This is an optimization exercise on Yosys and OpenROAD, whose aim is small area, not a production implementation. In this exercise RTL edits were held to simulation tests only and were not proved equivalent to the original. Power figures rest on the tool's default switching activity, not on a simulated workload.

### flow/run.sh
#!/bin/bash
# synth_recipe.tcl (not shown) runs the flow's synth.tcl, then flattens the netlist and writes it again
# the make line also repeats each setting of config.mk as NAME=value (left out here)
make -C /OpenROAD-flow-scripts/flow DESIGN_CONFIG=/design/flow/config.mk WORK_HOME=/design/flow/orfs CLKGATE_MAP_FILE= SYNTH_SCRIPT=/design/flow/synth_recipe.tcl finish
### flow/constraint.sdc
create_clock -name core_clock -period 10.0 [get_ports {clk}]
set_input_delay 2.0000 -clock core_clock [delete_from_list [all_inputs] [get_ports {clk}]]
set_output_delay 2.0000 -clock core_clock [all_outputs]
set_load 0.01 [all_outputs]
### flow/config.mk
export PLATFORM = sky130hd
export DESIGN_NAME = synth_top
export DESIGN_NICKNAME = synth_top
export VERILOG_FILES = /design/flow/design.v
export SDC_FILE = /design/flow/constraint.sdc
export NUM_CORES = 4
export LEC_CHECK = 0
export ABC_AREA = 1
export CAP_MARGIN = 20
export CORE_MARGIN = 2
export CORE_UTILIZATION = 60
export CTS_BUF_LIST = sky130_fd_sc_hd__clkbuf_8
export CTS_CLUSTER_DIAMETER = 50
export CTS_CLUSTER_SIZE = 20
export SLEW_MARGIN = 20
### flow/design.v
package synth_pkg;
    localparam int num_voices = 4;
    localparam int midi_w     = 7;
    localparam int sample_w   = 8;
    localparam int phase_w    = 16;
    typedef enum logic [1:0] {
        wave_saw      = 2'd0,
        wave_square   = 2'd1,
        wave_triangle = 2'd2
    } waveform_t;
    localparam logic [midi_w-1:0] cc_waveform     = 7'd70;
    localparam logic [midi_w-1:0] cc_square_min   = 7'd43;
    localparam logic [midi_w-1:0] cc_triangle_min = 7'd86;
    function automatic logic [10:0] rca10(input logic [9:0] a, input logic [9:0] b, input logic cin);
        logic [10:0] c;
        logic [9:0]  x;
        c[0] = cin;
        for (int i = 0; i < 10; i++) begin
            x[i]   = a[i] ^ b[i] ^ c[i];
            c[i+1] = (a[i] & b[i]) | (c[i] & (a[i] ^ b[i]));
        end
        rca10 = {c[10], x};
    endfunction
    function automatic logic [7:0] octave_semi(input logic [6:0] note);
        logic [3:0] o;
        logic [1:0] r;
        logic [2:0] t;
        logic       ge;
        r = {1'b0, note[6]};
        for (int i = 5; i >= 2; i--) begin
            t      = {r, note[i]};
            ge     = t[2] | (t[1] & t[0]);
            o[i-2] = ge;
            r      = ge ? {t[2] & t[0], t[2] & !t[0]} : t[1:0];
        end
        octave_semi = {o, r, note[1:0]};
    endfunction
    function automatic logic [phase_w-1:0] semi_base(input logic [3:0] semi);
        case (semi)
            4'd0:    semi_base = 16'd16384;
            4'd1:    semi_base = 16'd17358;
            4'd2:    semi_base = 16'd18391;
            4'd3:    semi_base = 16'd19484;
            4'd4:    semi_base = 16'd20643;
            4'd5:    semi_base = 16'd21870;
            4'd6:    semi_base = 16'd23170;
            4'd7:    semi_base = 16'd24548;
            4'd8:    semi_base = 16'd26008;
            4'd9:    semi_base = 16'd27554;
            4'd10:   semi_base = 16'd29193;
            default: semi_base = 16'd30929;
        endcase
    endfunction
    function automatic logic [phase_w-1:0] note_incr(input logic [midi_w-1:0] note);
        logic [3:0]         octave;
        logic [3:0]         semi;
        logic [phase_w-1:0] base;
        octave = 4'(note / 7'd12);
        semi   = 4'(note % 7'd12);
        case (semi)
            4'd0:    base = 16'd16384;
            4'd1:    base = 16'd17358;
            4'd2:    base = 16'd18391;
            4'd3:    base = 16'd19484;
            4'd4:    base = 16'd20643;
            4'd5:    base = 16'd21870;
            4'd6:    base = 16'd23170;
            4'd7:    base = 16'd24548;
            4'd8:    base = 16'd26008;
            4'd9:    base = 16'd27554;
            4'd10:   base = 16'd29193;
            default: base = 16'd30929;
        endcase
        note_incr = base >> (4'd10 - octave);
    endfunction
endpackage
`timescale 1ns/1ps
module uart_rx #(
    parameter int clks_per_bit = 8
) (
    input  logic       clk,
    input  logic       rst_n,
    input  logic       di,
    output logic [7:0] byte_data,
    output logic       byte_valid
);
    localparam logic [1:0] st_idle  = 2'd0;
    localparam logic [1:0] st_start = 2'd1;
    localparam logic [1:0] st_data  = 2'd2;
    localparam logic [1:0] st_stop  = 2'd3;
    logic [7:0]       sc;
    logic [1:0]       state;
    logic [5:0]       c;
    logic [5:0]       c_inc;
    logic [1:0]       di_sync;
    logic [7:0]       shift;
    logic             rx;
    logic             take_bit;
    assign state      = sc[7:6];
    assign c          = sc[5:0];
    assign rx         = di_sync[1];
    assign take_bit   = (state == st_data) && (c[2:0] == 3'd7);
    assign byte_data  = shift;
    assign byte_valid = (state == st_idle) && c[0];
    assign c_inc      = 6'(synth_pkg::rca10(10'(c), 10'd0, 1'b1));
    always_ff @(posedge clk) begin
        if (!rst_n) begin
            sc         <= '0;
            di_sync    <= 2'b11;
        end else begin
            di_sync    <= {di_sync[0], di};
            case (state)
                st_idle: begin
                    sc <= {rx ? st_idle : st_start, 6'd0};
                end
                st_start: begin
                    if (c[1:0] == 2'd3) sc <= {rx ? st_idle : st_data, 6'd0};
                    else                sc <= {st_start, c_inc};
                end
                st_data: begin
                    sc <= {(c == 6'd63) ? st_stop : st_data, c_inc};
                end
                default: begin
                    if (c[2:0] == 3'd7) sc <= {st_idle, 5'd0, rx};
                    else                sc <= {st_stop, c_inc};
                end
            endcase
        end
    end
    always_ff @(posedge clk) begin
        if (take_bit) shift <= {rx, shift[7:1]};
    end
endmodule
`timescale 1ns/1ps
module midi_parser (
    input  logic                        clk,
    input  logic                        rst_n,
    input  logic [3:0]                  channel,
    input  logic [7:0]                  byte_data,
    input  logic                        byte_valid,
    output logic [synth_pkg::midi_w-1:0] first_byte,
    output logic                        note_on,
    output logic                        note_off,
    output logic                        note_off_nx,
    output logic                        cc_valid
);
    typedef enum logic [1:0] {rs_none, rs_note_on, rs_note_off, rs_cc} run_t;
    run_t              run;
    logic              have_first;
    logic              is_status;
    logic              is_data;
    logic              second;
    assign is_status = byte_valid && byte_data[7] && !(&byte_data[6:3]);
    assign is_data   = byte_valid && !byte_data[7] && (run != rs_none);
    assign second    = is_data && have_first;
    assign note_off_nx = second && ((run == rs_note_off) ||
                                    ((run == rs_note_on) && (byte_data[6:0] == '0)));
    always_ff @(posedge clk) begin
        if (!rst_n) begin
            run        <= rs_none;
            have_first <= 1'b0;
            note_on    <= 1'b0;
            note_off   <= 1'b0;
            cc_valid   <= 1'b0;
        end else begin
            note_on  <= second && (run == rs_note_on) && (byte_data[6:0] != '0);
            note_off <= note_off_nx;
            cc_valid <= second && (run == rs_cc);
            if (is_status) begin
                have_first <= 1'b0;
                if (byte_data[3:0] != channel) begin
                    run <= rs_none;
                end else begin
                    case (byte_data[7:4])
                        4'h9:    run <= rs_note_on;
                        4'h8:    run <= rs_note_off;
                        4'hB:    run <= rs_cc;
                        default: run <= rs_none;
                    endcase
                end
            end else if (is_data) begin
                have_first <= !have_first;
            end
        end
    end
    always_ff @(posedge clk) begin
        if (is_data && !have_first) first_byte <= byte_data[6:0];
    end
endmodule
`timescale 1ns/1ps
module voice_alloc (
    input  logic                            clk,
    input  logic                            rst_n,
    input  logic                            note_on,
    input  logic                            note_off,
    input  logic [synth_pkg::num_voices-1:0] note_match,
    input  logic [1:0]                      h,
    output logic [synth_pkg::num_voices-1:0] voice_active,
    output logic [synth_pkg::num_voices-1:0] off_sel,
    output logic                            wr_head
);
    logic [synth_pkg::num_voices-1:0] free_sel;
    logic [1:0]                       free_idx;
    logic                             free_found;
    logic                             off_found;
    logic                             pend;
    logic [1:0]                       pend_idx;
    always_comb begin
        free_sel   = '0;
        off_sel    = '0;
        free_idx   = '0;
        for (int i = synth_pkg::num_voices - 1; i >= 0; i--) begin
            if (!voice_active[i]) begin
                free_sel    = '0;
                free_sel[i] = 1'b1;
                free_idx    = 2'(i);
            end
            if (voice_active[i] && note_match[i]) begin
                off_sel    = '0;
                off_sel[i] = 1'b1;
            end
        end
        free_found = !(&voice_active);
        off_found  = |off_sel;
    end
    assign wr_head = (note_on && free_found && (free_idx == h)) || (pend && (pend_idx == h));
    always_ff @(posedge clk) begin
        if (!rst_n) begin
            voice_active <= '0;
            pend         <= 1'b0;
        end else begin
            if (note_on && free_found) begin
                voice_active <= voice_active | free_sel;
            end else if (note_off && off_found) begin
                voice_active <= voice_active & ~off_sel;
            end
            if (note_on && free_found && (free_idx != h)) pend <= 1'b1;
            else if (pend_idx == h) pend <= 1'b0;
        end
    end
    always_ff @(posedge clk) begin
        if (note_on) pend_idx <= free_idx;
    end
endmodule
`timescale 1ns/1ps
module synth_ctrl_regs (
    input  logic                        clk,
    input  logic                        rst_n,
    input  logic [synth_pkg::midi_w-1:0] cc_num,
    input  logic [synth_pkg::midi_w-1:0] cc_val,
    input  logic                        cc_valid,
    output synth_pkg::waveform_t        waveform
);
    logic ge_tri;
    logic ge_sq;
    assign ge_tri = cc_val[6] && (cc_val[5] || (cc_val[4] && (cc_val[3] || (cc_val[2] && cc_val[1]))));
    assign ge_sq  = cc_val[6] || (cc_val[5] && (cc_val[4] || (cc_val[3] && (cc_val[2] || (cc_val[1] && cc_val[0])))));
    always_ff @(posedge clk) begin
        if (!rst_n) begin
            waveform <= synth_pkg::wave_saw;
        end else if (cc_valid && (cc_num == synth_pkg::cc_waveform)) begin
            if (ge_tri) begin
                waveform <= synth_pkg::wave_triangle;
            end else if (ge_sq) begin
                waveform <= synth_pkg::wave_square;
            end else begin
                waveform <= synth_pkg::wave_saw;
            end
        end
    end
endmodule
`timescale 1ns/1ps
module osc_bank #(
    parameter int sample_div = 64
) (
    input  logic                            clk,
    input  logic                            rst_n,
    input  logic [synth_pkg::midi_w-1:0]     note_in,
    input  logic [synth_pkg::midi_w-1:0]     vel_in,
    input  logic                            wr_head,
    input  logic                            note_off,
    input  logic                            note_off_nx,
    input  logic [synth_pkg::num_voices-1:0] voice_active,
    input  logic [synth_pkg::num_voices-1:0] off_sel,
    input  synth_pkg::waveform_t            waveform,
    output logic [synth_pkg::num_voices-1:0] note_match,
    output logic [1:0]                      h,
    output logic [synth_pkg::sample_w-1:0]   mix,
    output logic                            sample_tick
);
    localparam int nv = synth_pkg::num_voices;
    localparam int pw = synth_pkg::phase_w;
    localparam int mw = synth_pkg::midi_w;
    localparam int sw = synth_pkg::sample_w;
    logic [5:0]            dm;
    logic [3:0]            k;
    logic [nv-1:0][pw-1:0] r_phase;
    logic [nv-1:0][mw-1:0] r_note;
    logic [nv-1:0][mw-1:0] r_vel;
    logic [nv-1:0][sw-1:0] r_prod;
    logic [nv-1:0]         r_cy;
    logic [nv-1:0]         alive;
    synth_pkg::waveform_t  wave_t;
    logic [sw+1:0]         acc;
    logic [sw+1:0]         acc_sum;
    logic                  surv;
    logic [sw-1:0]         top;
    logic [sw-1:0]         shaped;
    logic [sw:0]           pp;
    logic [3:0]            octave;
    logic [3:0]            semi;
    logic [pw-1:0]         base;
    logic [4:0]            bidx;
    logic [31:0]           base_x;
    logic [1:0]            inc2;
    logic [2:0]            sum2;
    logic [pw-1:0]         phase_fb;
    always_ff @(posedge clk) begin
        if (!rst_n) begin
            dm          <= 6'd63;
            sample_tick <= 1'b0;
        end else begin
            dm          <= 6'(synth_pkg::rca10(10'(dm), 10'd0, 1'b1));
            sample_tick <= (dm == 6'd62);
        end
    end
    assign h = dm[1:0];
    assign k = dm[5:2];
    always_ff @(posedge clk) begin
        for (int v = 0; v < nv; v++) begin
            if (h == 2'(v)) note_match[v] <= (r_note[0] == note_in);
        end
    end
    always_comb begin
        case (h)
            2'd0:    surv = alive[0] && voice_active[0] && !((note_off || note_off_nx) && off_sel[0]);
            2'd1:    surv = alive[1] && voice_active[1] && !(note_off && off_sel[1]);
            2'd2:    surv = alive[2] && voice_active[2];
            default: surv = alive[3];
        endcase
    end
    always_comb begin
        top = r_phase[0][pw-1 -: sw];
        case (wave_t)
            synth_pkg::wave_square:   shaped = {sw{top[sw-1]}};
            synth_pkg::wave_triangle: shaped = top[sw-1] ? {~top[sw-2:0], 1'b0}
                                                         : {top[sw-2:0], 1'b0};
            default:                  shaped = top;
        endcase
        pp = 9'(synth_pkg::rca10(10'((k == 4'd0) ? '0 : r_prod[0]), 10'(r_vel[0][k[2:0]] ? shaped : '0), 1'b0));
    end
    always_comb begin
        {octave, semi} = synth_pkg::octave_semi(r_note[0]);
        base     = synth_pkg::semi_base(semi);
        bidx     = 5'(synth_pkg::rca10(synth_pkg::rca10(10'({k[2:0], 1'b0}), 10'd27, 1'b0), {6'd0, ~octave}, 1'b0));
        base_x   = {16'd0, base};
        inc2     = base_x[bidx +: 2];
        sum2     = 3'(synth_pkg::rca10(10'(r_phase[0][1:0]), 10'(inc2), (k[2:0] != 3'd0) && r_cy[0]));
        phase_fb = {sum2[1:0], r_phase[0][pw-1:2]};
        if (k == 4'd15 && !surv) phase_fb = '0;
    end
    always_comb begin
        acc_sum  = (sw+2)'(synth_pkg::rca10((dm == 6'd60) ? '0 : acc, surv ? 10'(r_prod[0]) : '0, 1'b0));
    end
    assign mix = acc_sum[sw+1 -: sw];
    always_ff @(posedge clk) begin
        for (int i = 0; i < nv - 1; i++) begin
            r_phase[i] <= r_phase[i+1];
            r_note[i]  <= r_note[i+1];
            r_vel[i]   <= r_vel[i+1];
            r_prod[i]  <= r_prod[i+1];
            r_cy[i]    <= r_cy[i+1];
        end
        r_phase[nv-1] <= k[3] ? phase_fb : r_phase[0];
        r_prod[nv-1]  <= (!k[3] && k[2:0] != 3'd7) ? pp[sw:1] : r_prod[0];
        r_cy[nv-1]    <= sum2[2];
        r_note[nv-1]  <= wr_head ? note_in : r_note[0];
        r_vel[nv-1]   <= wr_head ? vel_in : r_vel[0];
        acc           <= acc_sum;
        if (sample_tick) wave_t <= waveform;
    end
    always_ff @(posedge clk) begin
        if (!rst_n) begin
            alive <= '0;
        end else if (sample_tick) begin
            alive <= voice_active;
        end else begin
            alive <= alive & voice_active;
        end
    end
endmodule
`timescale 1ns/1ps
module mixer (
    input  logic                          clk,
    input  logic                          rst_n,
    input  logic [synth_pkg::sample_w-1:0] mix,
    input  logic                          sample_tick,
    input  logic                          sample_ready,
    output logic [synth_pkg::sample_w-1:0] sample,
    output logic                          sample_valid
);
    logic load;
    assign load = sample_tick && (!sample_valid || sample_ready);
    always_ff @(posedge clk) begin
        if (!rst_n) begin
            sample_valid <= 1'b0;
        end else if (load) begin
            sample_valid <= 1'b1;
        end else if (sample_ready) begin
            sample_valid <= 1'b0;
        end
    end
    always_ff @(posedge clk) begin
        if (load) sample <= mix;
    end
endmodule
`timescale 1ns/1ps
module synth_top #(
    parameter int clks_per_bit = 8,
    parameter int sample_div   = 64
) (
    input  logic                            clk,
    input  logic                            rst_n,
    input  logic                            di,
    input  logic [3:0]                      channel,
    output logic [synth_pkg::sample_w-1:0]   sample,
    output logic                            sample_valid,
    input  logic                            sample_ready,
    output logic [synth_pkg::num_voices-1:0] voice_active
);
    logic [7:0]                      byte_data;
    logic                            byte_valid;
    logic [synth_pkg::midi_w-1:0]     first_byte;
    logic                            note_on;
    logic                            note_off;
    logic                            note_off_nx;
    logic                            cc_valid;
    logic [synth_pkg::num_voices-1:0] note_match;
    logic [synth_pkg::num_voices-1:0] off_sel;
    logic [1:0]                      h;
    logic                            wr_head;
    logic [synth_pkg::sample_w-1:0]   mix;
    logic                            sample_tick;
    synth_pkg::waveform_t            waveform;
    uart_rx #(
        .clks_per_bit(clks_per_bit)
    ) i_uart_rx (
        .clk(clk), .rst_n(rst_n), .di(di),
        .byte_data(byte_data), .byte_valid(byte_valid)
    );
    midi_parser i_midi_parser (
        .clk(clk), .rst_n(rst_n), .channel(channel),
        .byte_data(byte_data), .byte_valid(byte_valid),
        .first_byte(first_byte),
        .note_on(note_on), .note_off(note_off), .note_off_nx(note_off_nx),
        .cc_valid(cc_valid)
    );
    voice_alloc i_voice_alloc (
        .clk(clk), .rst_n(rst_n),
        .note_on(note_on), .note_off(note_off),
        .note_match(note_match), .h(h),
        .voice_active(voice_active), .off_sel(off_sel), .wr_head(wr_head)
    );
    synth_ctrl_regs i_synth_ctrl_regs (
        .clk(clk), .rst_n(rst_n),
        .cc_num(first_byte), .cc_val(byte_data[6:0]), .cc_valid(cc_valid),
        .waveform(waveform)
    );
    osc_bank #(
        .sample_div(sample_div)
    ) i_osc_bank (
        .clk(clk), .rst_n(rst_n),
        .note_in(first_byte), .vel_in(byte_data[6:0]), .wr_head(wr_head),
        .note_off(note_off), .note_off_nx(note_off_nx),
        .voice_active(voice_active), .off_sel(off_sel),
        .waveform(waveform),
        .note_match(note_match), .h(h), .mix(mix), .sample_tick(sample_tick)
    );
    mixer i_mixer (
        .clk(clk), .rst_n(rst_n),
        .mix(mix), .sample_tick(sample_tick),
        .sample_ready(sample_ready), .sample(sample), .sample_valid(sample_valid)
    );
endmodule
==> results of run 1 <==
power by group through the flow:
stage | Clock (mW) | Sequential, mW | Combinational (mW)
final | 0.547 | 1.23 | 0.491
after global routing | 0.599 | 1.25 | 0.569
after CTS | 0.564 | 1.23 | 0.493
after detailed placement | 0 | 1.25 | 0.489
after global placement | 0 | 1.25 | 0.476
after floorplan | 0 | 1.21 | 0.390
kinds of logic after synthesis:
group,after synthesis,share of synthesized area (%)
muxes,1,0.133
buffers and inverters,135,6.28
xor gates and xnor gates,15,1.55
DFF,232,58.4
AOI/OAI and AO/OA,101,7.02
adders and majority gates,46,8.47
and+or+nand+nor,351,18.1
layer usage:
layer | vias up | wire (µm)
met3 | 22 | 730
li1 | 2873 | -
met1 | 2616 | 7340
met2 | 129 | 6990
met4 | 0 | 219
met5 | - | 0
layout make-up:
| type | count | area (µm²) | area share [%] |
|---|---|---|---|
| Tap cell | 180 | 225 | 2.44 |
| Clock buffer | 19 | 262 | 2.83 |
| Inverter | 118 | 443 | 4.80 |
| Timing Repair Buffer | 21 | 208 | 2.25 |
| Multi-Input combinational cell | 514 | 3000 | 32.4 |
| Sequential cell | 232 | 4950 | 53.7 |
| Clock inverter | 13 | 145 | 1.57 |
through the flow:
stage	cell area (µm²)	power, mW	hold WS (ns)	cells
global placement	8830	1.72	0.310	1065
CTS	9230	2.29	0.319	1097
finish	9230	2.27	0.314	1097
floorplan	8480	1.60	0.310	881
detailed placement	8830	1.74	0.312	1065
global route	9230	2.42	0.311	1097
critical path, cell delays in order, from the launching register on:
cell and delay (ns):
sky130_fd_sc_hd__dfxtp_1 0.55, sky130_fd_sc_hd__inv_1 0.44, sky130_fd_sc_hd__nor3_1 0.17, sky130_fd_sc_hd__nand2_1 0.29, sky130_fd_sc_hd__inv_1 0.10, sky130_fd_sc_hd__nor2_1 0.10, sky130_fd_sc_hd__ha_1 0.15, sky130_fd_sc_hd__inv_1 0.05
sky130_fd_sc_hd__fa_1 0.38, sky130_fd_sc_hd__fa_1 0.42, sky130_fd_sc_hd__fa_1 0.40, sky130_fd_sc_hd__fa_1 0.39, sky130_fd_sc_hd__fa_1 0.39, sky130_fd_sc_hd__fa_1 0.41, sky130_fd_sc_hd__fa_1 0.37, sky130_fd_sc_hd__inv_1 0.06
sky130_fd_sc_hd__ha_1 0.15, sky130_fd_sc_hd__xnor2_1 0.08
flip-flops by register name, summed over array words and instances, names as in the netlist, 2 cells and up:
name and cells:
i_osc_bank.alive 4, i_synth_ctrl_regs.waveform 2, i_osc_bank.r_cy 4, i_uart_rx.di_sync 2, i_midi_parser.first_byte 7, i_voice_alloc.voice_active 4
i_uart_rx.sc 8, i_osc_bank.r_note 28, i_voice_alloc.pend_idx 2, i_mixer.sample 8, i_osc_bank.dm 6, i_osc_bank.acc 10
i_osc_bank.wave_t 2, i_midi_parser.run 2, i_osc_bank.r_prod 32, i_osc_bank.note_match 4, i_osc_bank.r_vel 28, i_osc_bank.r_phase 64
i_uart_rx.shift 8
cells in the final DEF (no fill, tap or decap), types with 19 or more instances in the layout:
cell | Yosys | routed
sky130_fd_sc_hd__fa_1 | 19 | 19
sky130_fd_sc_hd__o21ai_0 | 35 | 35
sky130_fd_sc_hd__edfxtp_1 | 31 | 31
sky130_fd_sc_hd__dfxtp_1 | 201 | 201
sky130_fd_sc_hd__ha_1 | 27 | 27
sky130_fd_sc_hd__nand2_1 | 198 | 198
sky130_fd_sc_hd__nor2_1 | 48 | 48
sky130_fd_sc_hd__a21oi_1 | 32 | 32
sky130_fd_sc_hd__nand3_1 | 57 | 57
sky130_fd_sc_hd__clkdlybuf4s50_1 | 0 | 20
sky130_fd_sc_hd__clkbuf_8 | 0 | 19
sky130_fd_sc_hd__inv_1 | 115 | 117
how the worst min path moves through the flow:
stage / startpoint / end / slack [ns] / cells past startpoint
2_1_floorplan: i_osc_bank.r_cy[1]$_DFF_P_ / i_osc_bank.r_cy[0]$_DFF_P_ / 0.31 / 0
3_3_place_gp: i_osc_bank.r_phase[43]$_DFF_P_ / i_osc_bank.r_phase[27]$_DFF_P_ / 0.31 / 0
3_5_place_dp: i_osc_bank.r_note[22]$_DFF_P_ / i_osc_bank.r_note[15]$_DFF_P_ / 0.31 / 0
4_1_cts: i_osc_bank.r_vel[13]$_DFF_P_ / i_osc_bank.r_vel[6]$_DFF_P_ / 0.32 / 0
5_1_grt: i_osc_bank.r_vel[13]$_DFF_P_ / i_osc_bank.r_vel[6]$_DFF_P_ / 0.31 / 0
6_report: i_osc_bank.r_vel[13]$_DFF_P_ / i_osc_bank.r_vel[6]$_DFF_P_ / 0.31 / 0
==> run summary, run 1 <==
Power
The internal portion of total power is 1.55 mW. Net switching is 31.5% of the power. The net switching power figure is 0.714 mW. In this run the static leakage power is 4.13 nW. For this design the ratio of total power to cell area is 246 mW/mm². Per report_power, the combinational group accounts for 21.7% of the total.

The proportion of power drawn by flip-flops and latches is 54.2%. Across the VDD grid, the largest voltage drop is 170 µV. The clock network fraction of total power is 24.1%.

Die
The chip height is 123 µm. The placement row count is 43. The total area inside the core boundary comes to 0.0138 mm². In this run the horizontal extent of the chip is 123 µm. The die covers 0.0151 mm². During I/O placement, the number of pins put on the boundary was 21. The initial core utilization is 61.4%.

Finish
The core utilization of the finished layout is 66.8%. The layout has 1072 filler cells. The post-route netlist has 6.65% of its cells at a drive strength greater than 1. The antenna diode instance count is 0. The net count of the finished layout is 960. The area growth from synthesis to layout is 8.83%.

Routing
The final routed wire length divided by cell count is 13.9 µm. Dividing the detail-routed via count by the number of cells gives 5.14. In this run, the number of DRC markers left after iteration 0 of detailed routing was 432. The count of unresolved DRC violations after routing is 0. The detail route stage leaves a number of antenna-violating nets equal to 0. The routed layout has 5640 vias. The first-pass iteration count of the detailed router is 5. The routed design has 15.3 mm of wire.

Global route
The met3 usage is 3.37%. The wire length of the first global-routing pass is 26.0 mm. The largest net degree at the start of global routing is 29. The met2 usage in global routing is 34.7%. The global route total overflow is 0. The number of global-route vias before repair is 5423. The most utilized layer in the global route result is met2. For met1 alone, demand over resource in global routing was 30.6%.

The total global-route track usage is 21.5%. The number of antenna violations at the first check in global routing came to 0.

Timing
The final clock skew is 0.0265 ns. Setup repair after global routing left no endpoint under its margin. The number of failing hold endpoints at the final stage is 0. Setup violations remaining at the end of the flow were counted as 0. The number of pins exceeding their max-slew limit in the final report came to 0.

The final period utilization is 51.6%. Based on the critical path, the design can be clocked at up to 0.194 GHz. Headroom to the max-slew limit came out at 31.7%. At the pin with the least slew margin, the transition time is 1.03 ns. The shortest clock period the worst path allows after layout is 5.16 ns. For the final routed database, the setup TNS stands at 0 ns. The post-route worst setup slack is 4.84 ns.

Synthesis
After synthesis the cells add up to 0.00848 mm². The largest area contributor in the netlist is sky130_fd_sc_hd__dfxtp_1. Synthesis produced a netlist with a net count of 935. After synthesis, the cell types taking the most area are sky130_fd_sc_hd__dfxtp_1 47%, sky130_fd_sc_hd__edfxtp_1 11%, sky130_fd_sc_hd__nand2_1 8.8%. The number of warnings reported in the yosys synthesis log is 6.

In the synthesized netlist, the cells that appear most often are 201 x sky130_fd_sc_hd__dfxtp_1, 198 x sky130_fd_sc_hd__nand2_1, 115 x sky130_fd_sc_hd__inv_1, 57 x sky130_fd_sc_hd__nand3_1, 48 x sky130_fd_sc_hd__nor2_1. In the synthesized netlist the dominant register cell turns out to be sky130_fd_sc_hd__dfxtp_1. The sequential element share of the synthesized area is 58.4%.

The mean instance size in the synthesized netlist is 9.63 µm². The number of different library cells used by synthesis comes to 48. The cell count after synthesis is 881. sky130_fd_sc_hd__dfxtp_1 is the most common cell in the netlist. Synthesis inferred 232 register bits. Yosys mapped a number of flops with a built-in enable equal to 31. After synthesis, the share of flip-flops with an asynchronous set or reset is 0%. In this run the biggest area consumer among cell types represents 47.4% of the synthesized area.

Clock network
The CTS tree is built. Gates resized during post-CTS repair numbered 0. Clock latency on the worst-skew pair, taken at its later pin, is 0.53 ns. CTS built an H-tree with a depth of 1. The number of buffers added to fix hold violations after cts is 0.

After clock tree synthesis, the setup repair step added 0 buffers. The master cell of the clock root buffer is sky130_fd_sc_hd__clkbuf_8. The clock net sink count is 232.

The maximum clock insertion buffer count is 3. The clock transition at the registers of the reported paths is 0.11 ns. TritonCTS created 19 clock buffers.

Critical path
STA classifies the critical path endpoint as a flip-flop. The data arrival time at the worst-slack endpoint is 5.43 ns. The critical path data required time is 10.27 ns. The launch point of the worst reg-to-reg path is i_osc_bank.dm[5]$_SDFF_PN1_.

The beginning of the critical path is i_osc_bank.dm[5]$_SDFF_PN1_. The path type of the worst setup path is reg2reg. The worst setup slack for register-to-register paths is 4.84 ns. The destination of the critical timing path is i_mixer.sample[7]$_DFFE_PP_. Of all nets on the critical path, the largest fanout is 24. STA classifies the critical path startpoint as a flip-flop. The worst reg-to-reg path cell count is 17. The critical register-to-register path endpoint is i_mixer.sample[7]$_DFFE_PP_.

Placement
At the end of routability-driven placement, the weighted congestion stood at 0.886. OpenSTA, run right after detailed placement, puts the worst setup slack at 4.87 ns. The estimated wirelength of the detail-placed design is 10.9 mm. Input and output buffers added on the ports amount to 20.

Min path
The min-delay analysis places its worst path in the category reg2reg.

Outcome
The run finished with no timing, DRC or antenna violations.

Flow run
Max-cap violations in this run came to 0.
==> run 2: changes to the inputs <==
==> flow/flow/run.sh (new file) <==
#!/bin/bash
set -euo pipefail
cd "$(dirname "$0")/.."
bash standard.sh \
  "CTS_ARGS=-sink_clustering_enable -repair_clock_nets -dont_use_dummy_load -sink_clustering_size 30 -sink_clustering_max_diameter 50 -buf_list sky130_fd_sc_hd__clkbuf_16" \
  "BUFFER_PORTS_ARGS=-buffer_cell sky130_fd_sc_hd__buf_1" \
  finish > flow.log 2>&1
==> flow/standard.sh (new file) <==
#!/bin/bash
# synth_recipe.tcl (not shown) runs the flow's synth.tcl, then flattens the netlist and writes it again
# the make line also repeats each setting of config.mk as NAME=value (left out here)
make -C /OpenROAD-flow-scripts/flow DESIGN_CONFIG=/design/flow/config.mk WORK_HOME=/design/flow/orfs CLKGATE_MAP_FILE= SYNTH_SCRIPT=/design/flow/synth_recipe.tcl "${@:-finish}"
--- a/flow/config.mk
+++ b/flow/config.mk
@@ -9,7 +9,4 @@
 export CAP_MARGIN = 20
 export CORE_MARGIN = 2
 export CORE_UTILIZATION = 60
-export CTS_BUF_LIST = sky130_fd_sc_hd__clkbuf_8
-export CTS_CLUSTER_DIAMETER = 50
-export CTS_CLUSTER_SIZE = 20
 export SLEW_MARGIN = 20
removed: flow/run.sh
==> run 2 against run 1 <==
Against the previous run:
- still clean on timing, DRC and antenna
- power grew 3.2%
- core utilization down 0.30 points
- setup slack lost 0.032 ns
- clock power rose by 13%
- synthesized cell count unchanged
- flip-flop and latch count stayed put
- critical path type unchanged
- largest cell class unchanged
- highest routed layer unchanged
==> run summary, run 2 <==
Timing
The final period utilization came to 51.9% (was 51.6%). The setup TNS is 0 ns (unchanged). The number of pins exceeding their max-slew limit in the final report is 0 (unchanged). The shortest clock period the worst path allows after layout is 5.19 ns (was 5.16 ns). The final-layout worst hold slack was 0.296 ns (was 0.314 ns).

The headroom to the max-slew limit is 25.9% (was 31.7%). Setup repair after global routing missed its margin: false (unchanged). The actual transition at the worst max-transition pin is 1.10 ns (was 1.03 ns). The number of failing hold endpoints at the final stage is 0 (unchanged). The maximum clock rate is 0.193 GHz (was 0.194 GHz). The final setup violation count is 0 (unchanged). The final clock skew is 0.0615 ns (was 0.0265 ns).

Global route
The largest net degree at the start of global routing was 30 (was 29). The total global-route track usage was 21.4% (was 21.5%). The number of antenna violations at the first check in global routing is 0 (unchanged). The number of global-route vias before repair is 5467 (was 5423). The global route total overflow is 0 (unchanged). The wire length of the first global-routing pass was 25.6 mm (was 26.0 mm).

Finish
The antenna diode instance count is 0 (unchanged). The most flop-heavy register is i_osc_bank.r_phase (unchanged). The number of inserted filler cells in the final layout is 1083 (was 1072). The leading cell type in the layout, fill and taps excluded is sky130_fd_sc_hd__dfxtp_1 (unchanged).

The final standard cell count with taps included and fillers excluded was 1085 (was 1097). Largest registers: i_osc_bank.r_phase x64, i_osc_bank.r_prod x32 (unchanged). The share of layout cells above drive strength 1 came to 5.64% (was 6.65%). The post-layout net count is 961 (was 960). Top library cells by usage in the layout, fill and taps aside: 201 x sky130_fd_sc_hd__dfxtp_1, 198 x sky130_fd_sc_hd__nand2_1, 115 x sky130_fd_sc_hd__inv_1, 57 x sky130_fd_sc_hd__nand3_1, 48 x sky130_fd_sc_hd__nor2_1 (was 201 x sky130_fd_sc_hd__dfxtp_1, 198 x sky130_fd_sc_hd__nand2_1, 117 x sky130_fd_sc_hd__inv_1, 57 x sky130_fd_sc_hd__nand3_1, 48 x sky130_fd_sc_hd__nor2_1). The number of flip-flops under the largest register name came to 64 (unchanged). The final non-filler cell area is 0.00919 mm² (was 0.00923 mm²). The layout-stage area growth over the synthesis result is 8.35% (was 8.83%).

Power
The peak ir drop on the vdd network is 201 µV (was 170 µV). The final total power is 2.34 mW (was 2.27 mW). The cell leakage power is 4.11 nW (was 4.13 nW). The power density over cell area is 255 mW/mm² (was 246 mW/mm²).

Placement
The total placed cells including tap cells came to 1065 (unchanged). The instance area after placement was 0.00870 mm² (was 0.00883 mm²). The estimated wirelength of the detail-placed design is 11.0 mm (was 10.9 mm).

The number of input and output port buffers inserted is 20 (unchanged). The placer's final routability congestion estimate was 0.873 (was 0.886).

Clock network
The maximum clock insertion buffer count is 3 (unchanged). The later-pin clock latency in the skew report is 0.50 ns (was 0.53 ns). The CTS tree is built (unchanged). The number of resized instances in the post-cts repair step is 0 (unchanged). The clock net sink count came to 232 (unchanged). The buffers inserted during post-CTS setup optimization was 0 (unchanged). The number of levels the H-tree was split into was 1 (unchanged). The number of buffers added to fix hold violations after cts is 0 (unchanged). The master cell of the clock root buffer is sky130_fd_sc_hd__clkbuf_16 (was sky130_fd_sc_hd__clkbuf_8).

The number of buffers added by the clock tree synthesis step was 19 (unchanged). The clock transition at the registers of the reported paths is 0.08 ns (was 0.11 ns).

Critical path
The data arrival time at the worst-slack endpoint came to 5.39 ns (was 5.43 ns). The highest fanout seen on the critical path was 24 (unchanged). The critical register-to-register path endpoint was i_mixer.sample[7]$_DFFE_PP_ (unchanged). The launch point of the worst reg-to-reg path is i_osc_bank.dm[5]$_SDFF_PN1_ (unchanged). The beginning of the critical path is i_osc_bank.dm[5]$_SDFF_PN1_ (unchanged). The maximum single-stage delay on the critical path was 0.55 ns (about the same). Series of cell instances along the critical path: inv_1 > nor3_1 > nand2_1 > inv_1 > nor2_1 > ha_1 > inv_1 > fa_1 > fa_1 > fa_1 > fa_1 > fa_1 > fa_1 > fa_1 > inv_1 > ha_1 > xnor2_1 (unchanged).

The worst setup slack for register-to-register paths is 4.81 ns (was 4.84 ns). The critical path data required time is 10.20 ns (was 10.27 ns). The kind of start point of the critical path is a flip-flop (unchanged).

The worst-path cell with the longest stage delay was sky130_fd_sc_hd__dfxtp_1 (unchanged). The count of buffer and inverter cells on the critical path came to 4 (unchanged). The path type of the worst setup path is reg2reg (unchanged).

The critical path's most frequent cell is sky130_fd_sc_hd__fa_1 (unchanged). The worst reg-to-reg path cell count is 17 (unchanged). The top cell family by delay on the critical path was adder cells (unchanged). The kind of capture point of the worst setup path is a flip-flop (unchanged).

Die
The initial core utilization came to 61.4% (unchanged). The chip height is 123 µm (unchanged). The placement row count came to 43 (unchanged). The area of the placeable core was 0.0138 mm² (unchanged). The I/O pin count is 21 (unchanged).

The area enclosed by the die boundary came to 0.0151 mm² (unchanged). The die boundary width is 123 µm (unchanged).

Routing
The count of unresolved DRC violations after routing came to 0 (unchanged). The first-pass iteration count of the detailed router is 5 (unchanged). The sum of routed wire length over all layers is 15.4 mm (was 15.3 mm). The total length of routed met3 wires is 589 µm (was 730 µm).

The final routed wire length divided by cell count is 14.2 µm (was 13.9 µm). The DRC violation total after the first TritonRoute iteration is 434 (was 432). The highest signal layer in the routed design is met4 (unchanged).

The via-per-instance ratio is 5.20 (was 5.14). The met2 wirelength from detailed routing is 7.05 mm (was 6.99 mm). The met1 layer wirelength in the final routing came to 7.51 mm (was 7.34 mm).

The via count is 5638 (was 5640). The remaining antenna violation count came to 0 (unchanged).

Synthesis
The distinct cell type count of the synthesized netlist is 48 (unchanged). The number of warnings reported in the yosys synthesis log was 6 (unchanged). The largest area contributor in the netlist is sky130_fd_sc_hd__dfxtp_1 (unchanged). The mapped cell area was 0.00848 mm² (unchanged). The cell count after synthesis was 881 (unchanged). The most instantiated library cell after synthesis is sky130_fd_sc_hd__dfxtp_1 (unchanged).

The mean instance size in the synthesized netlist is 9.63 µm² (unchanged). The number of synthesized register bits was 232 (unchanged). The net count of the mapped netlist is 935 (unchanged). The proportion of synthesized flip-flops having asynchronous set or reset is 0% (unchanged).

Most frequent cells after synthesis: 201 x sky130_fd_sc_hd__dfxtp_1, 198 x sky130_fd_sc_hd__nand2_1, 115 x sky130_fd_sc_hd__inv_1, 57 x sky130_fd_sc_hd__nand3_1, 48 x sky130_fd_sc_hd__nor2_1 (unchanged). The number of synthesized flops with an enable pin is 31 (unchanged). The sequential element share of the synthesized area is 58.4% (unchanged). The share of the synthesized area in the top cell type was 47.4% (unchanged). Top cells by area in the synthesized netlist: sky130_fd_sc_hd__dfxtp_1 47%, sky130_fd_sc_hd__edfxtp_1 11%, sky130_fd_sc_hd__nand2_1 8.8% (unchanged). The leading register cell type out of synthesis is sky130_fd_sc_hd__dfxtp_1 (unchanged).

Min path
The source of the worst hold timing path is i_osc_bank.r_note[12]$_DFF_P_ (was i_osc_bank.r_vel[13]$_DFF_P_). The worst min-delay path endpoint was i_osc_bank.r_note[5]$_DFF_P_ (was i_osc_bank.r_vel[6]$_DFF_P_). The class of the most critical hold timing path is reg2reg (unchanged).

The worst hold path stage count is 0 (unchanged).

Outcome
Outcome: complete, no violations (unchanged).

Flow run
The number of maximum-capacitance constraint violations is 0 (unchanged).
==> run 2: worst max-delay path by stage <==
stage / endpoint / slack [ns] / cells past startpoint
final: i_mixer.sample[7]$_DFFE_PP_ / 4.81 / 17
after global routing: i_mixer.sample[7]$_DFFE_PP_ / 4.50 / 17
after CTS: i_mixer.sample[7]$_DFFE_PP_ / 4.82 / 17
after detailed placement: i_mixer.sample[7]$_DFFE_PP_ / 4.89 / 17
after global placement: i_mixer.sample[7]$_DFFE_PP_ / 5.01 / 17
after floorplan: i_mixer.sample[6]$_DFFE_PP_ / 5.50 / 21
==> run 2: where the power goes <==
part / internal, mW / leakage (nW) / switching, mW
combinational: 0.179 / 1.94 / 0.311
clock: 0.335 / 0.234 / 0.284
sequential: 1.15 / 1.93 / 0.0849
total: 1.66 / 4.11 / 0.679
==> run 2: kinds of logic (layout without fill, tap and decap cells) <==
logic type / count (synthesis) / in the layout / share of synthesized area [%]
muxes: 1 / 1 / 0.133
xor gates and xnor gates: 15 / 15 / 1.55
DFF: 232 / 232 / 58.4
AOI/OAI and AO/OA: 101 / 101 / 7.02
buffers and inverters: 135 / 159 / 6.28
and+or+nand+nor: 351 / 351 / 18.1
adders and majority gates: 46 / 46 / 8.47
==> run 2: area by class of cell <==
cell class / count / area, µm² / share of cell area, %
repair buffers: 22 / 97.6 / 1.06
clock buffers: 19 / 475 / 5.17
flip-flops and latches: 232 / 4950 / 53.9
inverters: 118 / 443 / 4.82
multi-input cells: 514 / 3000 / 32.6
well taps: 180 / 225 / 2.45
==> run 2: layer usage <==
metal / vias to the layer above / global-route usage, %
met5: - / 0
met2: 123 / 35.6
met3: 20 / 3.27
met1: 2641 / 29.6
li1: 2854 / -
met4: 0 / 4.89
==> run 2: metrics by stage <==
stage | setup slack (ns) | utilization (%)
after CTS | 4.82 | 66.4
final | 4.81 | 66.5
after floorplan | 5.50 | -
after detailed placement | 4.89 | 62.9
after global routing | 4.50 | 66.5
after global placement | 5.01 | 62.9
==> run 2: worst reg2reg max path: stages (launching register included) <==
cell and delay (ns):
sky130_fd_sc_hd__dfxtp_1 0.55, sky130_fd_sc_hd__inv_1 0.45, sky130_fd_sc_hd__nor3_1 0.17, sky130_fd_sc_hd__nand2_1 0.30, sky130_fd_sc_hd__inv_1 0.10, sky130_fd_sc_hd__nor2_1 0.10
sky130_fd_sc_hd__ha_1 0.15, sky130_fd_sc_hd__inv_1 0.05, sky130_fd_sc_hd__fa_1 0.39, sky130_fd_sc_hd__fa_1 0.40, sky130_fd_sc_hd__fa_1 0.40, sky130_fd_sc_hd__fa_1 0.39
sky130_fd_sc_hd__fa_1 0.39, sky130_fd_sc_hd__fa_1 0.39, sky130_fd_sc_hd__fa_1 0.37, sky130_fd_sc_hd__inv_1 0.06, sky130_fd_sc_hd__ha_1 0.15, sky130_fd_sc_hd__xnor2_1 0.08
==> run 3: changes to the inputs <==
==> flow/flow/run.sh (replaced) <==
#!/bin/bash
set -euo pipefail
cd "$(dirname "$0")/.."
bash standard.sh \
  "CTS_ARGS=-sink_clustering_enable -repair_clock_nets -dont_use_dummy_load -sink_clustering_size 12 -sink_clustering_max_diameter 30 -buf_list sky130_fd_sc_hd__clkbuf_4" \
  "BUFFER_PORTS_ARGS=-buffer_cell sky130_fd_sc_hd__buf_1" \
  finish > flow.log 2>&1
==> run 3 against run 2 <==
Against the previous run:
- highest routed layer unchanged
- sequential share of layout area rose by 1.2 points
- final cell count up 1.8%
- final area fell by 2.1%
- non-clock buffer count decreased by 1
- core utilization decreased by 1.4 points
- critical path depth unchanged
- power is 7.2% lower
- flip-flop and latch count did not move
- hold slack got worse by 0.015 ns
==> run summary, run 3 <==
Synthesis
Most frequent cells after synthesis: 201 x sky130_fd_sc_hd__dfxtp_1, 198 x sky130_fd_sc_hd__nand2_1, 115 x sky130_fd_sc_hd__inv_1, 57 x sky130_fd_sc_hd__nand3_1, 48 x sky130_fd_sc_hd__nor2_1 (unchanged). The mapped cell area came to 0.00848 mm² (unchanged). The number of synthesized register bits came to 232 (unchanged). The net count of the mapped netlist came to 935 (unchanged). The number of warnings reported in the yosys synthesis log is 6 (unchanged). The largest area contributor in the netlist is sky130_fd_sc_hd__dfxtp_1 (unchanged).

The most instantiated library cell after synthesis is sky130_fd_sc_hd__dfxtp_1 (unchanged). The leading register cell type out of synthesis is sky130_fd_sc_hd__dfxtp_1 (unchanged). The cell count after synthesis was 881 (unchanged). The share of the synthesized area in the top cell type is 47.4% (unchanged). The sequential element share of the synthesized area came to 58.4% (unchanged). The distinct cell type count of the synthesized netlist is 48 (unchanged). The number of synthesized flops with an enable pin came to 31 (unchanged). Top cells by area in the synthesized netlist: sky130_fd_sc_hd__dfxtp_1 47%, sky130_fd_sc_hd__edfxtp_1 11%, sky130_fd_sc_hd__nand2_1 8.8% (unchanged). The proportion of synthesized flip-flops having asynchronous set or reset is 0% (unchanged). The mean instance size in the synthesized netlist is 9.63 µm² (unchanged).

Finish
The most flop-heavy register is i_osc_bank.r_phase (unchanged). The final non-filler cell area is 0.00900 mm² (was 0.00919 mm²). The layout-stage area growth over the synthesis result was 6.05% (was 8.35%). Top library cells by usage in the layout, fill and taps aside: 201 x sky130_fd_sc_hd__dfxtp_1, 198 x sky130_fd_sc_hd__nand2_1, 115 x sky130_fd_sc_hd__inv_1, 57 x sky130_fd_sc_hd__nand3_1, 48 x sky130_fd_sc_hd__nor2_1 (unchanged). The post-layout net count is 980 (was 961).

The core utilization of the finished layout is 65.1% (was 66.5%). The final standard cell count with taps included and fillers excluded is 1105 (was 1085). The share of layout cells above drive strength 1 came to 7.58% (was 5.64%).

The number of inserted filler cells in the final layout is 1118 (was 1083). Largest registers: i_osc_bank.r_phase x64, i_osc_bank.r_prod x32 (unchanged). The number of flip-flops under the largest register name is 64 (unchanged). The leading cell type in the layout, fill and taps excluded was sky130_fd_sc_hd__dfxtp_1 (unchanged).

Global route
The number of antenna violations at the first check in global routing is 1 (was 0). The number of global-route vias before repair is 5634 (was 5467). The total global-route track usage is 21.9% (was 21.4%). The largest net degree at the start of global routing came to 29 (was 30). The global route total overflow is 0 (unchanged).

The wire length of the first global-routing pass came to 25.9 mm (was 25.6 mm).

Critical path
The worst setup slack for register-to-register paths is 4.87 ns (was 4.81 ns). The beginning of the critical path is i_osc_bank.dm[5]$_SDFF_PN1_ (unchanged). The top cell family by delay on the critical path is adder cells (unchanged).

The launch point of the worst reg-to-reg path is i_osc_bank.dm[5]$_SDFF_PN1_ (unchanged). The critical register-to-register path endpoint was i_mixer.sample[7]$_DFFE_PP_ (unchanged). The path type of the worst setup path is reg2reg (unchanged).

The data arrival time at the worst-slack endpoint is 5.47 ns (was 5.39 ns). The kind of start point of the critical path is a flip-flop (unchanged). The maximum single-stage delay on the critical path came to 0.54 ns (was 0.55 ns). The critical path's most frequent cell is sky130_fd_sc_hd__fa_1 (unchanged).

Series of cell instances along the critical path: inv_1 > nor3_1 > nand2_1 > inv_1 > nor2_1 > ha_1 > inv_1 > fa_1 > fa_1 > fa_1 > fa_1 > fa_1 > fa_1 > fa_1 > inv_1 > ha_1 > xnor2_1 (unchanged). The worst-path cell with the longest stage delay was sky130_fd_sc_hd__dfxtp_1 (unchanged). The critical path data required time is 10.34 ns (was 10.20 ns). The count of buffer and inverter cells on the critical path came to 4 (unchanged). The worst reg-to-reg path cell count is 17 (unchanged). The highest fanout seen on the critical path came to 24 (unchanged). The kind of capture point of the worst setup path is a flip-flop (unchanged).

Placement
The post-place setup slack is 4.89 ns (unchanged). The placer's final routability congestion estimate is 0.873 (unchanged). The number of input and output port buffers inserted was 20 (unchanged). The total placed cells including tap cells is 1065 (unchanged). The estimated wirelength of the detail-placed design is 11.0 mm (unchanged). The instance area after placement is 0.00870 mm² (unchanged).

Clock network
The number of resized instances in the post-cts repair step is 0 (unchanged). The clock net sink count is 232 (unchanged). The number of buffers added by the clock tree synthesis step is 39 (was 19). The master cell of the clock root buffer is sky130_fd_sc_hd__clkbuf_4 (was sky130_fd_sc_hd__clkbuf_16). The number of levels the H-tree was split into is 2 (was 1). The later-pin clock latency in the skew report is 0.62 ns (was 0.50 ns). The number of buffers added to fix hold violations after cts was 0 (unchanged). The clock transition at the registers of the reported paths is 0.10 ns (was 0.08 ns). The buffers inserted during post-CTS setup optimization is 0 (unchanged). The CTS tree is built (unchanged). The maximum clock insertion buffer count is 3 (unchanged).

Die
The I/O pin count came to 21 (unchanged). The die boundary width is 123 µm (unchanged). The area enclosed by the die boundary is 0.0151 mm² (unchanged).

The initial core utilization is 61.4% (unchanged). The chip height was 123 µm (unchanged). The area of the placeable core is 0.0138 mm² (unchanged). The placement row count was 43 (unchanged).

Power
The final total power came to 2.17 mW (was 2.34 mW). The power density over cell area is 241 mW/mm² (was 255 mW/mm²). The peak ir drop on the vdd network is 155 µV (was 201 µV). The cell leakage power is 4.04 nW (was 4.11 nW).

Timing
The final clock skew came to 0.0719 ns (was 0.0615 ns). The final period utilization came to 51.3% (was 51.9%). The number of failing hold endpoints at the final stage is 0 (unchanged). The headroom to the max-slew limit is 22.2% (was 25.9%).

The final setup violation count is 0 (unchanged). The maximum clock rate came to 0.195 GHz (was 0.193 GHz). The final-layout worst hold slack is 0.280 ns (was 0.296 ns). The actual transition at the worst max-transition pin was 1.16 ns (was 1.10 ns). Setup repair after global routing missed its margin: false (unchanged). The number of pins exceeding their max-slew limit in the final report is 0 (unchanged).

The setup TNS is 0 ns (unchanged). The post-route worst setup slack is 4.87 ns (was 4.81 ns). The shortest clock period the worst path allows after layout is 5.13 ns (was 5.19 ns).

Routing
The DRC violation total after the first TritonRoute iteration is 397 (was 434). The met2 wirelength from detailed routing came to 6.91 mm (was 7.05 mm). The final routed wire length divided by cell count is 13.9 µm (was 14.2 µm). The via count is 5778 (was 5638). The via-per-instance ratio came to 5.23 (was 5.20). The remaining antenna violation count is 0 (unchanged). The count of unresolved DRC violations after routing came to 0 (unchanged). The sum of routed wire length over all layers is 15.4 mm (about the same).

The met1 layer wirelength in the final routing was 7.34 mm (was 7.51 mm). The highest signal layer in the routed design is met4 (unchanged). The total length of routed met3 wires is 781 µm (was 589 µm).

The first-pass iteration count of the detailed router is 7 (was 5).

Min path
The class of the most critical hold timing path is reg2reg (unchanged). The source of the worst hold timing path is i_osc_bank.r_prod[13]$_DFF_P_ (was i_osc_bank.r_note[12]$_DFF_P_). The worst hold path stage count is 0 (unchanged).

The worst min-delay path endpoint is i_osc_bank.r_prod[5]$_DFF_P_ (was i_osc_bank.r_note[5]$_DFF_P_).

Flow run
The number of maximum-capacitance constraint violations is 0 (unchanged).

Outcome
Outcome: complete, no violations (unchanged).
-- run 3: changes by cell type in the layout (fill, tap and decap cells not counted), sizes merged --
cell    change
diode       +1
buf         -1
clkbuf     +20
-- run 3: how the worst max path moves through the flow --
stage,depth (start not counted),to,slack (ns)
after global placement,17,i_mixer.sample[7]$_DFFE_PP_,5.01
after detailed placement,17,i_mixer.sample[7]$_DFFE_PP_,4.89
final,17,i_mixer.sample[7]$_DFFE_PP_,4.87
after floorplan,21,i_mixer.sample[6]$_DFFE_PP_,5.50
after global routing,17,i_mixer.sample[7]$_DFFE_PP_,4.48
after CTS,17,i_mixer.sample[7]$_DFFE_PP_,4.84
-- run 3: where the power goes --
part	leakage (nW)	internal [mW]	switching [mW]	total, mW
registers	1.93	1.15	0.0842	1.23
clock network	0.179	0.179	0.277	0.456
logic	1.93	0.177	0.306	0.484
-- run 3: cell type report --
| type | count | area [µm²] | share of cell area (%) |
|---|---|---|---|
| flip-flops and latches | 232 | 4950 | 55.1 |
| multi-input cells | 514 | 3000 | 33.3 |
| inverters | 118 | 443 | 4.92 |
| clock buffers | 39 | 293 | 3.25 |
| well taps | 180 | 225 | 2.50 |
| repair buffers | 21 | 82.6 | 0.918 |
| diodes | 1 | 2.50 | 0.0278 |
-- run 3: kinds of logic (layout without fill, tap and decap cells) --
group           count (synthesis)  after routing  synth area share, %
xor+xnor                       15             15                 1.55
fa+ha+maj                      46             46                 8.47
other cells                     0              1                    0
simple gates                  351            351                 18.1
buf+inv                       135            178                 6.28
compound gates                101            101                 7.02
flops                         232            232                 58.4
mux                             1              1                0.133
-- run 3: layer usage --
layer  vias up  global-route usage (%)
li1       2908                       -
met1      2683                    29.5
met2       155                    34.6
met3        32                    4.98
met4         0                    7.90
met5         -                       0
==> run 4: changes to the inputs <==
==> flow/flow/run.sh (replaced) <==
#!/bin/bash
set -euo pipefail
cd "$(dirname "$0")/.."
bash standard.sh \
  "CTS_ARGS=-sink_clustering_enable -repair_clock_nets -dont_use_dummy_load -sink_clustering_size 16 -sink_clustering_max_diameter 40 -buf_list {sky130_fd_sc_hd__clkbuf_4 sky130_fd_sc_hd__clkbuf_8}" \
  "BUFFER_PORTS_ARGS=-buffer_cell sky130_fd_sc_hd__buf_1" \
  finish > flow.log 2>&1
==> run 4 against run 3 <==
Against the previous run:
- critical endpoint unchanged
- clock skew is 0.030 ns lower
- critical path type unchanged
- largest power group unchanged
- largest cell class unchanged
- wire length down 0.68%
- still clean
- highest routed layer unchanged
- clock-buffer cell count down 11
- power up 3.3%
==> run summary, run 4 <==
Outcome
Outcome: complete, no violations (unchanged).

Global route
The wire length of the first global-routing pass came to 25.6 mm (was 25.9 mm). The number of global-route vias before repair is 5521 (was 5634). The global route total overflow is 0 (unchanged). The largest net degree at the start of global routing was 29 (unchanged).

The number of antenna violations at the first check in global routing is 0 (was 1). The total global-route track usage is 21.3% (was 21.9%).

Clock network
The buffers inserted during post-CTS setup optimization is 0 (unchanged). The number of levels the H-tree was split into was 1 (was 2). The maximum clock insertion buffer count is 3 (unchanged). The later-pin clock latency in the skew report is 0.55 ns (was 0.62 ns). The number of buffers added to fix hold violations after cts came to 0 (unchanged). The number of resized instances in the post-cts repair step was 0 (unchanged). The clock transition at the registers of the reported paths is 0.08 ns (was 0.10 ns).

The CTS tree is built (unchanged). The number of buffers added by the clock tree synthesis step is 28 (was 39). The master cell of the clock root buffer is sky130_fd_sc_hd__clkbuf_8 (was sky130_fd_sc_hd__clkbuf_4). The clock net sink count is 232 (unchanged).

Placement
The post-place setup slack is 4.89 ns (unchanged). The instance area after placement is 0.00870 mm² (unchanged). The total placed cells including tap cells was 1065 (unchanged). The number of input and output port buffers inserted is 20 (unchanged). The estimated wirelength of the detail-placed design is 11.0 mm (unchanged). The placer's final routability congestion estimate is 0.873 (unchanged).

Power
The clock network fraction of total power is 23.5% (was 21.0%). The combinational power share is 21.6% (was 22.3%). The cell leakage power is 4.07 nW (was 4.04 nW). The net switching power figure came to 0.670 mW (was 0.667 mW). The peak ir drop on the vdd network is 184 µV (was 155 µV). The internal portion of total power is 1.57 mW (was 1.50 mW). The final total power was 2.24 mW (was 2.17 mW). The power density over cell area is 247 mW/mm² (was 241 mW/mm²). The net switching fraction of the power was 29.9% (was 30.7%). The proportion of power drawn by flip-flops and latches is 55.0% (was 56.7%).

Routing
The via count is 5681 (was 5778). The first-pass iteration count of the detailed router is 5 (was 7). The sum of routed wire length over all layers is 15.2 mm (was 15.4 mm). The remaining antenna violation count is 0 (unchanged).

The count of unresolved DRC violations after routing is 0 (unchanged). The via-per-instance ratio is 5.20 (was 5.23). The final routed wire length divided by cell count is 14.0 µm (was 13.9 µm). The DRC violation total after the first TritonRoute iteration came to 396 (was 397).

Critical path
The kind of capture point of the worst setup path is a flip-flop (unchanged). The count of buffer and inverter cells on the critical path was 4 (unchanged). The maximum single-stage delay on the critical path is 0.54 ns (about the same). The critical path data required time is 10.29 ns (was 10.34 ns). Series of cell instances along the critical path: inv_1 > nor3_1 > nand2_1 > inv_1 > nor2_1 > ha_1 > inv_1 > fa_1 > fa_1 > fa_1 > fa_1 > fa_1 > fa_1 > fa_1 > inv_1 > ha_1 > xnor2_1 (unchanged). The path type of the worst setup path is reg2reg (unchanged).

The data arrival time at the worst-slack endpoint is 5.40 ns (was 5.47 ns). The worst-path cell with the longest stage delay is sky130_fd_sc_hd__dfxtp_1 (unchanged). The top cell family by delay on the critical path is adder cells (unchanged).

The critical path's most frequent cell is sky130_fd_sc_hd__fa_1 (unchanged). The critical path depth is 17 (unchanged). The worst reg-to-reg path cell count came to 17 (unchanged). The highest fanout seen on the critical path is 24 (unchanged). The kind of start point of the critical path is a flip-flop (unchanged).

Synthesis
The net count of the mapped netlist came to 935 (unchanged). The mapped cell area was 0.00848 mm² (unchanged). The most instantiated library cell after synthesis is sky130_fd_sc_hd__dfxtp_1 (unchanged). The sequential element share of the synthesized area is 58.4% (unchanged).

The proportion of synthesized flip-flops having asynchronous set or reset is 0% (unchanged). Most frequent cells after synthesis: 201 x sky130_fd_sc_hd__dfxtp_1, 198 x sky130_fd_sc_hd__nand2_1, 115 x sky130_fd_sc_hd__inv_1, 57 x sky130_fd_sc_hd__nand3_1, 48 x sky130_fd_sc_hd__nor2_1 (unchanged). The largest area contributor in the netlist is sky130_fd_sc_hd__dfxtp_1 (unchanged).

Top cells by area in the synthesized netlist: sky130_fd_sc_hd__dfxtp_1 47%, sky130_fd_sc_hd__edfxtp_1 11%, sky130_fd_sc_hd__nand2_1 8.8% (unchanged). The share of the synthesized area in the top cell type is 47.4% (unchanged). The mean instance size in the synthesized netlist is 9.63 µm² (unchanged). The cell count after synthesis is 881 (unchanged).

The leading register cell type out of synthesis is sky130_fd_sc_hd__dfxtp_1 (unchanged). The number of warnings reported in the yosys synthesis log is 6 (unchanged). The number of synthesized register bits is 232 (unchanged).

The distinct cell type count of the synthesized netlist is 48 (unchanged). The number of synthesized flops with an enable pin was 31 (unchanged).

Die
The placement row count is 43 (unchanged). The die boundary width is 123 µm (unchanged). The initial core utilization came to 61.4% (unchanged). The chip height is 123 µm (unchanged).

The I/O pin count is 21 (unchanged). The area of the placeable core is 0.0138 mm² (unchanged). The area enclosed by the die boundary is 0.0151 mm² (unchanged).

Flow run
The number of maximum-capacitance constraint violations is 0 (unchanged).

Finish
The antenna diode instance count came to 0 (was 1). The final non-filler cell area is 0.00909 mm² (was 0.00900 mm²). The leading cell type in the layout, fill and taps excluded is sky130_fd_sc_hd__dfxtp_1 (unchanged). The number of inserted filler cells in the final layout is 1108 (was 1118). Top library cells by usage in the layout, fill and taps aside: 201 x sky130_fd_sc_hd__dfxtp_1, 198 x sky130_fd_sc_hd__nand2_1, 115 x sky130_fd_sc_hd__inv_1, 57 x sky130_fd_sc_hd__nand3_1, 48 x sky130_fd_sc_hd__nor2_1 (unchanged). The final standard cell count with taps included and fillers excluded was 1093 (was 1105). The layout-stage area growth over the synthesis result is 7.11% (was 6.05%). The most flop-heavy register is i_osc_bank.r_phase (unchanged). Largest registers: i_osc_bank.r_phase x64, i_osc_bank.r_prod x32 (unchanged). The number of flip-flops under the largest register name is 64 (unchanged). The share of layout cells above drive strength 1 was 6.46% (was 7.58%). The post-layout net count is 969 (was 980). The core utilization of the finished layout is 65.7% (was 65.1%).

Timing
The actual transition at the worst max-transition pin is 1.11 ns (was 1.16 ns). The number of pins exceeding their max-slew limit in the final report is 0 (unchanged). The shortest clock period the worst path allows after layout is 5.11 ns (was 5.13 ns). The number of failing hold endpoints at the final stage is 0 (unchanged). The maximum clock rate is 0.196 GHz (was 0.195 GHz). The final period utilization is 51.1% (was 51.3%). The post-route worst setup slack is 4.89 ns (was 4.87 ns). The final clock skew is 0.0419 ns (was 0.0719 ns). The final-layout worst hold slack came to 0.280 ns (about the same).

The final setup violation count was 0 (unchanged). The headroom to the max-slew limit is 25.0% (was 22.2%). Setup repair after global routing missed its margin: false (unchanged). The setup TNS is 0 ns (unchanged).

Min path
The class of the most critical hold timing path is reg2reg (unchanged). The worst hold path stage count was 0 (unchanged).
==> run 4: cell types whose count changed in the layout (fill, tap and decap cells not counted) <==
| cell | before | now |
|---|---|---|
| sky130_fd_sc_hd__clkbuf_4 | 39 | 0 |
| sky130_fd_sc_hd__clkbuf_8 | 0 | 28 |
| sky130_fd_sc_hd__diode_2 | 1 | 0 |
==> run 4: area by class of cell <==
type / instances / area (µm²) / share of cell area, %
repair buffers: 21 / 82.6 / 0.909
flip-flops and latches: 232 / 4950 / 54.5
multi-input cells: 514 / 3000 / 33.0
inverters: 118 / 443 / 4.87
clock buffers: 28 / 385 / 4.24
well taps: 180 / 225 / 2.48
==> run 4: cells by family (layout without fill, tap and decap cells) <==
logic type / after synthesis / count (layout) / share of synthesized area, %
DFF: 232 / 232 / 58.4
muxes: 1 / 1 / 0.133
adders and majority gates: 46 / 46 / 8.47
xor gates and xnor gates: 15 / 15 / 1.55
buffers and inverters: 135 / 167 / 6.28
AOI/OAI and AO/OA: 101 / 101 / 7.02
and+or+nand+nor: 351 / 351 / 18.1
==> run 4: path summary, 6_finish.rpt <==
check,startpoint,slack [ns],endpoint
worst max register to register,i_osc_bank.dm[5]$_SDFF_PN1_,4.89,i_mixer.sample[7]$_DFFE_PP_
worst min register to register,i_osc_bank.r_vel[9]$_DFF_P_,0.28,i_osc_bank.r_vel[2]$_DFF_P_
worst max-delay path,i_osc_bank.dm[5]$_SDFF_PN1_,4.89,i_mixer.sample[7]$_DFFE_PP_
worst min-delay path,i_osc_bank.r_vel[9]$_DFF_P_,0.28,i_osc_bank.r_vel[2]$_DFF_P_
==> run 4: metal layers <==
layer | GRT usage [%] | vias up | share of wire (%) | wire length [µm]
met2 | 34.7 | 130 | 45 | 6910
li1 | - | 2866 | - | -
met1 | 29.4 | 2655 | 48 | 7310
met3 | 3.92 | 30 | 5.0 | 761
met5 | 0 | - | 0 | 0
met4 | 5.89 | 0 | 1.8 | 267
==> run 4: power groups by stage <==
stage / combinational (mW) / clock [mW] / sequential [mW]
floorplan: 0.390 / 0 / 1.21
global placement: 0.471 / 0 / 1.25
detailed placement: 0.485 / 0 / 1.25
CTS: 0.486 / 0.546 / 1.24
global route: 0.568 / 0.580 / 1.25
finish: 0.484 / 0.526 / 1.23
==> run 5: changes to the inputs <==
==> flow/flow/run.sh (replaced) <==
#!/bin/bash
set -euo pipefail
cd "$(dirname "$0")/.."
bash standard.sh \
  "CTS_ARGS=-sink_clustering_enable -repair_clock_nets -dont_use_dummy_load -sink_clustering_size 20 -sink_clustering_max_diameter 50 -buf_list sky130_fd_sc_hd__clkbuf_8" \
  "BUFFER_PORTS_ARGS=-buffer_cell sky130_fd_sc_hd__buf_1" \
  finish > flow.log 2>&1
==> run 5 against run 4 <==
Against the previous run:
- still clean
- flip-flop and latch count unchanged
- power shrank 4.1%
- via count is essentially flat
- setup slack got worse by 0.076 ns
- clock power is 17% lower
- final area is 1.4% lower
- fmax fell by 1.5%
- wire length is 0.76% higher
- sequential power barely moved
- highest routed layer unchanged
==> run summary, run 5 <==
Routing
The final routed wire length divided by cell count is 14.2 µm (was 14.0 µm). The sum of routed wire length over all layers is 15.4 mm (was 15.2 mm). The via count is 5676 (was 5681). The DRC violation total after the first TritonRoute iteration is 426 (was 396).

Clock network
The maximum clock insertion buffer count is 3 (unchanged). The number of buffers added by the clock tree synthesis step is 19 (was 28). The clock transition at the registers of the reported paths is 0.10 ns (was 0.08 ns). The number of buffers added to fix hold violations after cts came to 0 (unchanged).

The number of levels the H-tree was split into came to 1 (unchanged). The clock net sink count was 232 (unchanged).

Power
The proportion of power drawn by flip-flops and latches came to 57.3% (was 55.0%). The clock network fraction of total power was 20.2% (was 23.5%). The peak ir drop on the vdd network is 169 µV (was 184 µV). The net switching power figure was 0.655 mW (was 0.670 mW).

The cell leakage power is 4.00 nW (was 4.07 nW). The internal portion of total power was 1.50 mW (was 1.57 mW).

Timing
The headroom to the max-slew limit is 26.8% (was 25.0%). Setup repair after global routing missed its margin: false (unchanged). The setup TNS is 0 ns (unchanged). The actual transition at the worst max-transition pin is 1.09 ns (was 1.11 ns). The final setup violation count is 0 (unchanged). The shortest clock period the worst path allows after layout is 5.18 ns (was 5.11 ns).

The final period utilization was 51.8% (was 51.1%). The post-route worst setup slack is 4.82 ns (was 4.89 ns).

Die
The I/O pin count is 21 (unchanged). The area of the placeable core came to 0.0138 mm² (unchanged). The initial core utilization is 61.4% (unchanged).

Critical path
The launch point of the worst reg-to-reg path is i_osc_bank.dm[5]$_SDFF_PN1_ (unchanged). The data arrival time at the worst-slack endpoint is 5.41 ns (was 5.40 ns). The kind of capture point of the worst setup path is a flip-flop (unchanged).

Finish
Largest registers: i_osc_bank.r_phase x64, i_osc_bank.r_prod x32 (unchanged). The post-layout net count is 960 (was 969). The antenna diode instance count is 0 (unchanged). The final standard cell count with taps included and fillers excluded is 1084 (was 1093). The core utilization of the finished layout is 64.8% (was 65.7%). The most flop-heavy register is i_osc_bank.r_phase (unchanged).

Global route
The largest net degree at the start of global routing is 29 (unchanged). The number of global-route vias before repair is 5421 (was 5521). The total global-route track usage was 21.2% (was 21.3%).

The global route total overflow came to 0 (unchanged).

Placement
The post-place setup slack is 4.89 ns (unchanged). The total placed cells including tap cells was 1065 (unchanged).

Synthesis
The most instantiated library cell after synthesis is sky130_fd_sc_hd__dfxtp_1 (unchanged). The number of synthesized flops with an enable pin is 31 (unchanged). The number of synthesized register bits is 232 (unchanged). The net count of the mapped netlist is 935 (unchanged).

Outcome
Outcome: complete, no violations (unchanged).

Min path
The worst min-delay path endpoint was i_osc_bank.r_vel[11]$_DFF_P_ (was i_osc_bank.r_vel[2]$_DFF_P_). The worst hold path stage count is 0 (unchanged).
==> run 5: cell counts after synthesis <==
Identical to the previous run, type by type.
==> run 5: logic make-up after synthesis <==
kind of cell,share of synthesized area (%)
and+or+nand+nor,18.1
DFF,58.4
buffers and inverters,6.28
AOI/OAI and AO/OA,7.02
adders and majority gates,8.47
xor gates and xnor gates,1.55
muxes,0.133
==> run 5: per-layer routing <==
layer | wire [µm] | global-route usage [%]
met1 | 7430 | 29.7
met2 | 6920 | 34.6
met3 | 713 | 3.60
met4 | 300 | 5.39
met5 | 0 | 0
==> run 5: per-stage QoR <==
step / area [µm²] / hold slack, ns
6_report: 8960 / 0.299
5_1_grt: 8960 / 0.300
3_3_place_gp: 8700 / 0.310
2_1_floorplan: 8480 / 0.310
3_5_place_dp: 8700 / 0.312
4_1_cts: 8960 / 0.301
==> run 5: power by group through the flow <==
stage          logic (mW)  clock network, mW  registers (mW)
2_1_floorplan       0.390                  0            1.21
3_3_place_gp        0.471                  0            1.25
4_1_cts             0.486              0.449            1.23
3_5_place_dp        0.485                  0            1.25
5_1_grt             0.568              0.481            1.25
6_report            0.485              0.434            1.23
==> run 5: layout make-up <==
class | instances | area (µm²)
fill | 1123 | 4860
multi-input combinational | 514 | 3000
inverter | 118 | 443
tap | 180 | 225
clock buffer | 19 | 262
sequential | 232 | 4950
timing repair buffer | 21 | 82.6
==> run 5: how the worst max path moves through the flow <==
stage	slack, ns	cells after the start	to	start
floorplan	5.50	21	i_mixer.sample[6]$_DFFE_PP_	i_uart_rx.sc[7]$_SDFF_PN0_
global placement	5.01	17	i_mixer.sample[7]$_DFFE_PP_	i_osc_bank.dm[5]$_SDFF_PN1_
detailed placement	4.89	17	i_mixer.sample[7]$_DFFE_PP_	i_osc_bank.dm[5]$_SDFF_PN1_
CTS	4.81	17	i_mixer.sample[7]$_DFFE_PP_	i_osc_bank.dm[5]$_SDFF_PN1_
global route	4.49	17	i_mixer.sample[7]$_DFFE_PP_	i_osc_bank.dm[5]$_SDFF_PN1_
finish	4.82	17	i_mixer.sample[7]$_DFFE_PP_	i_osc_bank.dm[5]$_SDFF_PN1_
==> run 5: critical path, cell delays in order (launching register included) <==
cell                      delay [ns]
sky130_fd_sc_hd__dfxtp_1        0.55
sky130_fd_sc_hd__inv_1          0.44
sky130_fd_sc_hd__nor3_1         0.16
sky130_fd_sc_hd__nand2_1        0.29
sky130_fd_sc_hd__inv_1          0.10
sky130_fd_sc_hd__nor2_1         0.10
sky130_fd_sc_hd__ha_1           0.15
sky130_fd_sc_hd__inv_1          0.05
sky130_fd_sc_hd__fa_1           0.38
sky130_fd_sc_hd__fa_1           0.41
sky130_fd_sc_hd__fa_1           0.40
sky130_fd_sc_hd__fa_1           0.39
sky130_fd_sc_hd__fa_1           0.39
sky130_fd_sc_hd__fa_1           0.39
sky130_fd_sc_hd__fa_1           0.37
sky130_fd_sc_hd__inv_1          0.06
sky130_fd_sc_hd__ha_1           0.15
sky130_fd_sc_hd__xnor2_1        0.08

Re-timed with assumed drivers on the ports (clkbuf_16 on the clock, buf_2 on other inputs), run 5 has 4.815 ns of setup slack against 4.815 ns with ideal ports, and 4.815 ns once port delays also move by the mid clock arrival of 0.536 ns.
